This is an optimization exercise on Yosys and OpenROAD, whose aim is small area, a short achievable clock period and few clock cycles, not a production implementation.
Where RTL was checked, it was by simulation tests only, not by an equivalence proof against the original.
Power is estimated from default activity; no workload was simulated.

==> flow/design.v <==
module frame_loader #(
    parameter int H_RES   = 640,
    parameter int V_RES   = 480,
    parameter int BPP     = 1,
    parameter int RAM_LAT = 1,
    parameter int ADDR_W  = 9,
    parameter int COORD_W = 11
) (
    input  logic           CLOCK_50,
    input  logic           reset_n,
    input  logic           start,
    input  logic           abort,
    input  logic           mirror,
    output logic           busy,
    output logic           done,
    output logic [ADDR_W-1:0]    read_addr,
    input  logic [H_RES*BPP-1:0] q,
    output logic [COORD_W-1:0]   pix_x,
    output logic [COORD_W-1:0]   pix_y,
    output logic [BPP-1:0]       pix_color,
    output logic                 pix_valid,
    input  logic                 pix_ready
);
    localparam int CW = 10;
    localparam int NC = 32;           
    localparam int NG = H_RES / NC;   
    localparam logic [CW-1:0]     X_LAST = H_RES - 1;
    localparam logic [ADDR_W-1:0] Y_LAST = V_RES - 1;
    localparam logic [CW-1:0]     PRE_FWD = '1;
    localparam logic [CW-1:0]     PRE_REV = H_RES;
    logic              busy_q, done_q, valid_q, wait_q, prime_q;
    logic [ADDR_W-1:0] y_q;
    logic              mirror_q, last_q, color_q;
    logic [CW-1:0]     x_q;
    logic [NG-1:0]     grp_q;     
    logic [3:0]        lo_q;      
    logic [7:0]        hi_q;      
    logic [4:0]        g_q;       
    logic hs, row_start, step, fill, mir;
    logic pix_d;
    assign hs        = valid_q && pix_ready;
    assign row_start = !busy_q || hs && last_q;    
    assign step      = prime_q || hs && !last_q;   
    assign fill      = step;                       
    assign mir       = busy_q ? mirror_q : mirror;
    logic [CW-1:0] x_next, x_next2, x_step;
    logic [CW-1:0] x_t, x_c1, x_c2;
    assign x_t = x_q ^ {CW{mirror_q}};
    always_comb begin
        x_c1[0] = 1'b1;
        x_c2[0] = 1'b0;
        x_c2[1] = 1'b1;
        for (int i = 1; i < CW; i++) x_c1[i] = x_c1[i-1] && x_t[i-1];
        for (int i = 2; i < CW; i++) x_c2[i] = x_c2[i-1] && x_t[i-1];
    end
    assign x_next  = x_q ^ x_c1;
    assign x_next2 = x_q ^ x_c2;
    logic [CW-1:0] x_d;
    logic          color_d;
    logic [CW-1:0] x_pre;
    assign x_pre = mir ? PRE_REV : PRE_FWD;
    for (genvar i = 0; i < CW; i++) begin : g_xmux
        fl_mux u_step (.s(step), .a(x_next[i]), .b(x_q[i]), .y(x_step[i]));
        fl_mux u_row (.s(row_start), .a(x_pre[i]), .b(x_step[i]), .y(x_d[i]));
    end
    logic color_n;
    assign color_n = prime_q ? (mirror_q ? q[H_RES-1] : q[0]) : pix_d;
    fl_mux u_cmux (.s(step), .a(color_n), .b(color_q), .y(color_d));
    logic [NC-1:0] csel;
    logic [NG-1:0] grp_d;
    always_comb
        for (int k = 0; k < NC; k++) csel[k] = lo_q[k % 4] && hi_q[k / 4];
    for (genvar j = 0; j < NG; j++) begin : g_grp
        logic [3:0] oct;
        for (genvar i = 0; i < 4; i++) begin : g_oct
            fl_oct u (.d(q[NC*j + 8*i +: 8]), .sel(csel[8*i +: 8]), .y(oct[i]));
        end
        logic [1:0] pair_n;
        fl_nor2 u_p0 (.a(oct[0]), .b(oct[1]), .y(pair_n[0]));
        fl_nor2 u_p1 (.a(oct[2]), .b(oct[3]), .y(pair_n[1]));
        fl_nand2 u_g (.a(pair_n[0]), .b(pair_n[1]), .y(grp_d[j]));
    end
    logic [NG-1:0] gsel;
    always_comb
        for (int j = 0; j < NG; j++) gsel[j] = g_q == 5'(j);
    assign pix_d = |(grp_q & gsel);
    always_ff @(posedge CLOCK_50 or negedge reset_n) begin
        if (!reset_n) begin
            busy_q  <= 1'b0;
            done_q  <= 1'b0;
            valid_q <= 1'b0;
            wait_q  <= 1'b0;
            prime_q <= 1'b0;
            y_q     <= '0;
        end else begin
            done_q <= 1'b0;
            if (!busy_q) begin
                if (start && !abort && !done_q) busy_q <= 1'b1;
                prime_q <= 1'b1;
            end else if (abort) begin
                busy_q  <= 1'b0;
                valid_q <= 1'b0;
                wait_q  <= 1'b0;
                prime_q <= 1'b0;
                y_q     <= '0;
            end else if (valid_q) begin
                if (pix_ready && last_q) begin
                    valid_q <= 1'b0;
                    if (y_q == Y_LAST) begin
                        busy_q <= 1'b0;
                        done_q <= 1'b1;
                        y_q    <= '0;
                    end else begin
                        wait_q <= 1'b1;
                        y_q    <= y_q + 1'b1;
                    end
                end
            end else if (wait_q) begin
                wait_q  <= 1'b0;
                prime_q <= 1'b1;
            end else if (prime_q) begin
                prime_q <= 1'b0;
                valid_q <= 1'b1;
            end
        end
    end
    always_ff @(posedge CLOCK_50) begin
        if (!busy_q) mirror_q <= mirror;
        if (row_start) begin
            last_q <= 1'b0;
            g_q    <= mir ? 5'(NG - 1) : 5'd0;
        end else if (step) begin
            last_q  <= x_q == (mirror_q ? 10'd1 : X_LAST - 1'b1);
            g_q     <= x_next2[9:5];
        end
        x_q     <= x_d;
        color_q <= color_d;
        if (row_start) begin
            lo_q <= mir ? 4'b0100 : 4'b0010;
            hi_q <= mir ? 8'h80 : 8'h01;
        end else if (fill) begin
            lo_q <= mirror_q ? {lo_q[0], lo_q[3:1]} : {lo_q[2:0], lo_q[3]};
            if (mirror_q ? lo_q[0] : lo_q[3])
                hi_q <= mirror_q ? {hi_q[0], hi_q[7:1]} : {hi_q[6:0], hi_q[7]};
        end
        if (fill) grp_q <= grp_d;
    end
    assign busy      = busy_q;
    assign done      = done_q;
    assign read_addr = y_q;
    assign pix_x     = {{(COORD_W-CW){1'b0}}, x_q};
    assign pix_y     = {{(COORD_W-ADDR_W){1'b0}}, y_q};
    assign pix_color = color_q;
    assign pix_valid = valid_q;
endmodule
module fl_nor2 (input logic a, b, output logic y);
    assign y = !(a || b);
endmodule
module fl_nand2 (input logic a, b, output logic y);
    assign y = !(a && b);
endmodule
module fl_oct (
    input  logic [7:0] d,
    input  logic [7:0] sel,
    output logic       y
);
    assign y = |(d & sel);
endmodule
module fl_mux (
    input  logic s,
    input  logic a,
    input  logic b,
    output logic y
);
    assign y = s ? a : b;
endmodule
export LEC_CHECK = 0
export CAP_MARGIN = 20
export CORE_AREA = 5 5 235 235
export DIE_AREA = 0 0 240 240
export SETUP_SLACK_MARGIN = 2.9
export SLEW_MARGIN = 20
export SYNTH_HIERARCHICAL = 1
export SYNTH_MINIMUM_KEEP_SIZE = 0
export TNS_END_PERCENT = 25
export BUFFER_PORTS_ARGS = -buffer_cell sky130_fd_sc_hd__buf_1
export IO_CONSTRAINTS = /design/flow/flow/io.tcl
export POST_GLOBAL_PLACE_TCL = /design/flow/flow/outbuf.tcl
create_clock -name core_clock -period 5.0 [get_ports {CLOCK_50}]
standard.sh (not shown) runs the stock make flow with config.mk's settings and CLKGATE_MAP_FILE= SYNTH_SCRIPT=/design/flow/synth_recipe.tcl, a recipe that flattens the netlist after the stock synthesis.
==> flow/flow/run.sh <==
#!/bin/bash
# The standard layout (standard.sh) with three changes to how it is made:
# every input port is buffered by the smallest buffer, sky130_fd_sc_hd__buf_1,
# instead of the one buffer_ports picks, and every output port buffer is then
# made a buf_4 (flow/outbuf.tcl, after global placement); and the q pins are
# placed in bit order (flow/io.tcl) so that each 32-bit group of the colour
# select sits together on one edge.
set -euo pipefail
echo 'export BUFFER_PORTS_ARGS = -buffer_cell sky130_fd_sc_hd__buf_1' >> config.mk
echo "export IO_CONSTRAINTS = $PWD/flow/io.tcl" >> config.mk
echo "export POST_GLOBAL_PLACE_TCL = $PWD/flow/outbuf.tcl" >> config.mk
if [[ -f flow/extra.mk ]]; then cat flow/extra.mk >> config.mk; fi
bash standard.sh > standard.log 2>&1
==> flow/flow/io.tcl <==
# q pins in bit order, 160 to a side, so each 32-bit group of the colour
# select sits together on one edge
set sides {bottom right top left}
for {set s 0} {$s < 4} {incr s} {
  set names {}
  for {set i [expr {$s * 160}]} {$i < [expr {($s + 1) * 160}]} {incr i} {
    lappend names "q\[$i\]"
  }
  set_io_pin_constraint -region [lindex $sides $s]:* -pin_names $names -group -order
}
==> flow/flow/outbuf.tcl <==
# Output ports: give each port buffer the drive of a buf_4 instead of buf_1,
# as the pins sit far from the flip-flops that drive them.
set db_master [[ord::get_db] findMaster sky130_fd_sc_hd__buf_4]
set n 0
foreach bterm [[ord::get_db_block] getBTerms] {
  if { [$bterm getIoType] != "OUTPUT" } { continue }
  set net [$bterm getNet]
  if { $net == "NULL" } { continue }
  foreach iterm [$net getITerms] {
    if { ![$iterm isOutputSignal] } { continue }
    set inst [$iterm getInst]
    if { [[$inst getMaster] getName] == "sky130_fd_sc_hd__buf_1" } {
      $inst swapMaster $db_master
      incr n
    }
  }
}
puts "outbuf.tcl: $n output port buffers made buf_4"
Testbench counts at the start, summed over its fixed seeds: cycles 4,930,576.
==> next run, changes <==
--- a/flow/design.v
+++ b/flow/design.v
@@ -85,4 +85,12 @@
         for (int j = 0; j < NG; j++) gsel[j] = g_q == 5'(j);
     assign pix_d = |(grp_q & gsel);
+    logic [ADDR_W-1:0] y_nxt, y_step, y_d;
+    logic              y_clr;
+    assign y_nxt = y_q == Y_LAST ? '0 : y_q + 1'b1;
+    assign y_clr = busy_q && abort;
+    for (genvar i = 0; i < ADDR_W; i++) begin : g_ymux
+        fl_mux u_step (.s(busy_q && hs && last_q), .a(y_nxt[i]), .b(y_q[i]), .y(y_step[i]));
+        fl_mux u_clr (.s(y_clr), .a(1'b0), .b(y_step[i]), .y(y_d[i]));
+    end
     always_ff @(posedge CLOCK_50 or negedge reset_n) begin
         if (!reset_n) begin
@@ -94,4 +102,5 @@
             y_q     <= '0;
         end else begin
+            y_q    <= y_d;
             done_q <= 1'b0;
             if (!busy_q) begin
@@ -103,5 +112,4 @@
                 wait_q  <= 1'b0;
                 prime_q <= 1'b0;
-                y_q     <= '0;
             end else if (valid_q) begin
                 if (pix_ready && last_q) begin
@@ -110,8 +118,6 @@
                         busy_q <= 1'b0;
                         done_q <= 1'b1;
-                        y_q    <= '0;
                     end else begin
                         wait_q <= 1'b1;
-                        y_q    <= y_q + 1'b1;
                     end
                 end
Outcome: Maximum frequency went up slightly. Synthesized area went up by a few percent. Power went up by a little under a tenth. Clock skew stays flat. Cell area went up by a few percent. Setup slack improves by 0.019 ns. Worst hold slack improves by 0.022 ns. Cell count went up slightly. Clock-buffer cell count went down by 2. Routed wire length went up slightly. Utilization went up by 0.72 points.
For the second run of this note, only the layout was checked, not whether the RTL still works.

-- port drivers added, routing unchanged --
Ports are ideal in the flow. The routed layouts listed here were re-timed in OpenROAD.
Step 1 (the two cells are an assumption about what drives the block):
set clk [get_ports {CLOCK_50}]
set_driving_cell -lib_cell sky130_fd_sc_hd__clkbuf_16 $clk
set_driving_cell -lib_cell sky130_fd_sc_hd__buf_2 [delete_from_list [all_inputs] $clk]
Step 2 times the ports against the registers' clock, not the clock port: input delays grow and output delays shrink by t, the midpoint of the rising clock arrivals with the driver on.
Slacks: ideal ports / drivers / drivers and shift; pairs: ideal ports / drivers.
| run | shift t [ns] | setup WS [ns] | clock arrival spread, ns |
|---|---|---|---|
| the first run | 0.352 | 2.827 / 2.815 / 2.465 | 0.006 / 0.006 |
| the second run | 0.375 | 2.846 / 2.768 / 2.393 | 0.004 / 0.004 |
After both steps every run listed still meets setup and hold. For the second run, which loses most, drivers alone change the setup slack by -0.078 ns; drivers and shift together by -0.453 ns.
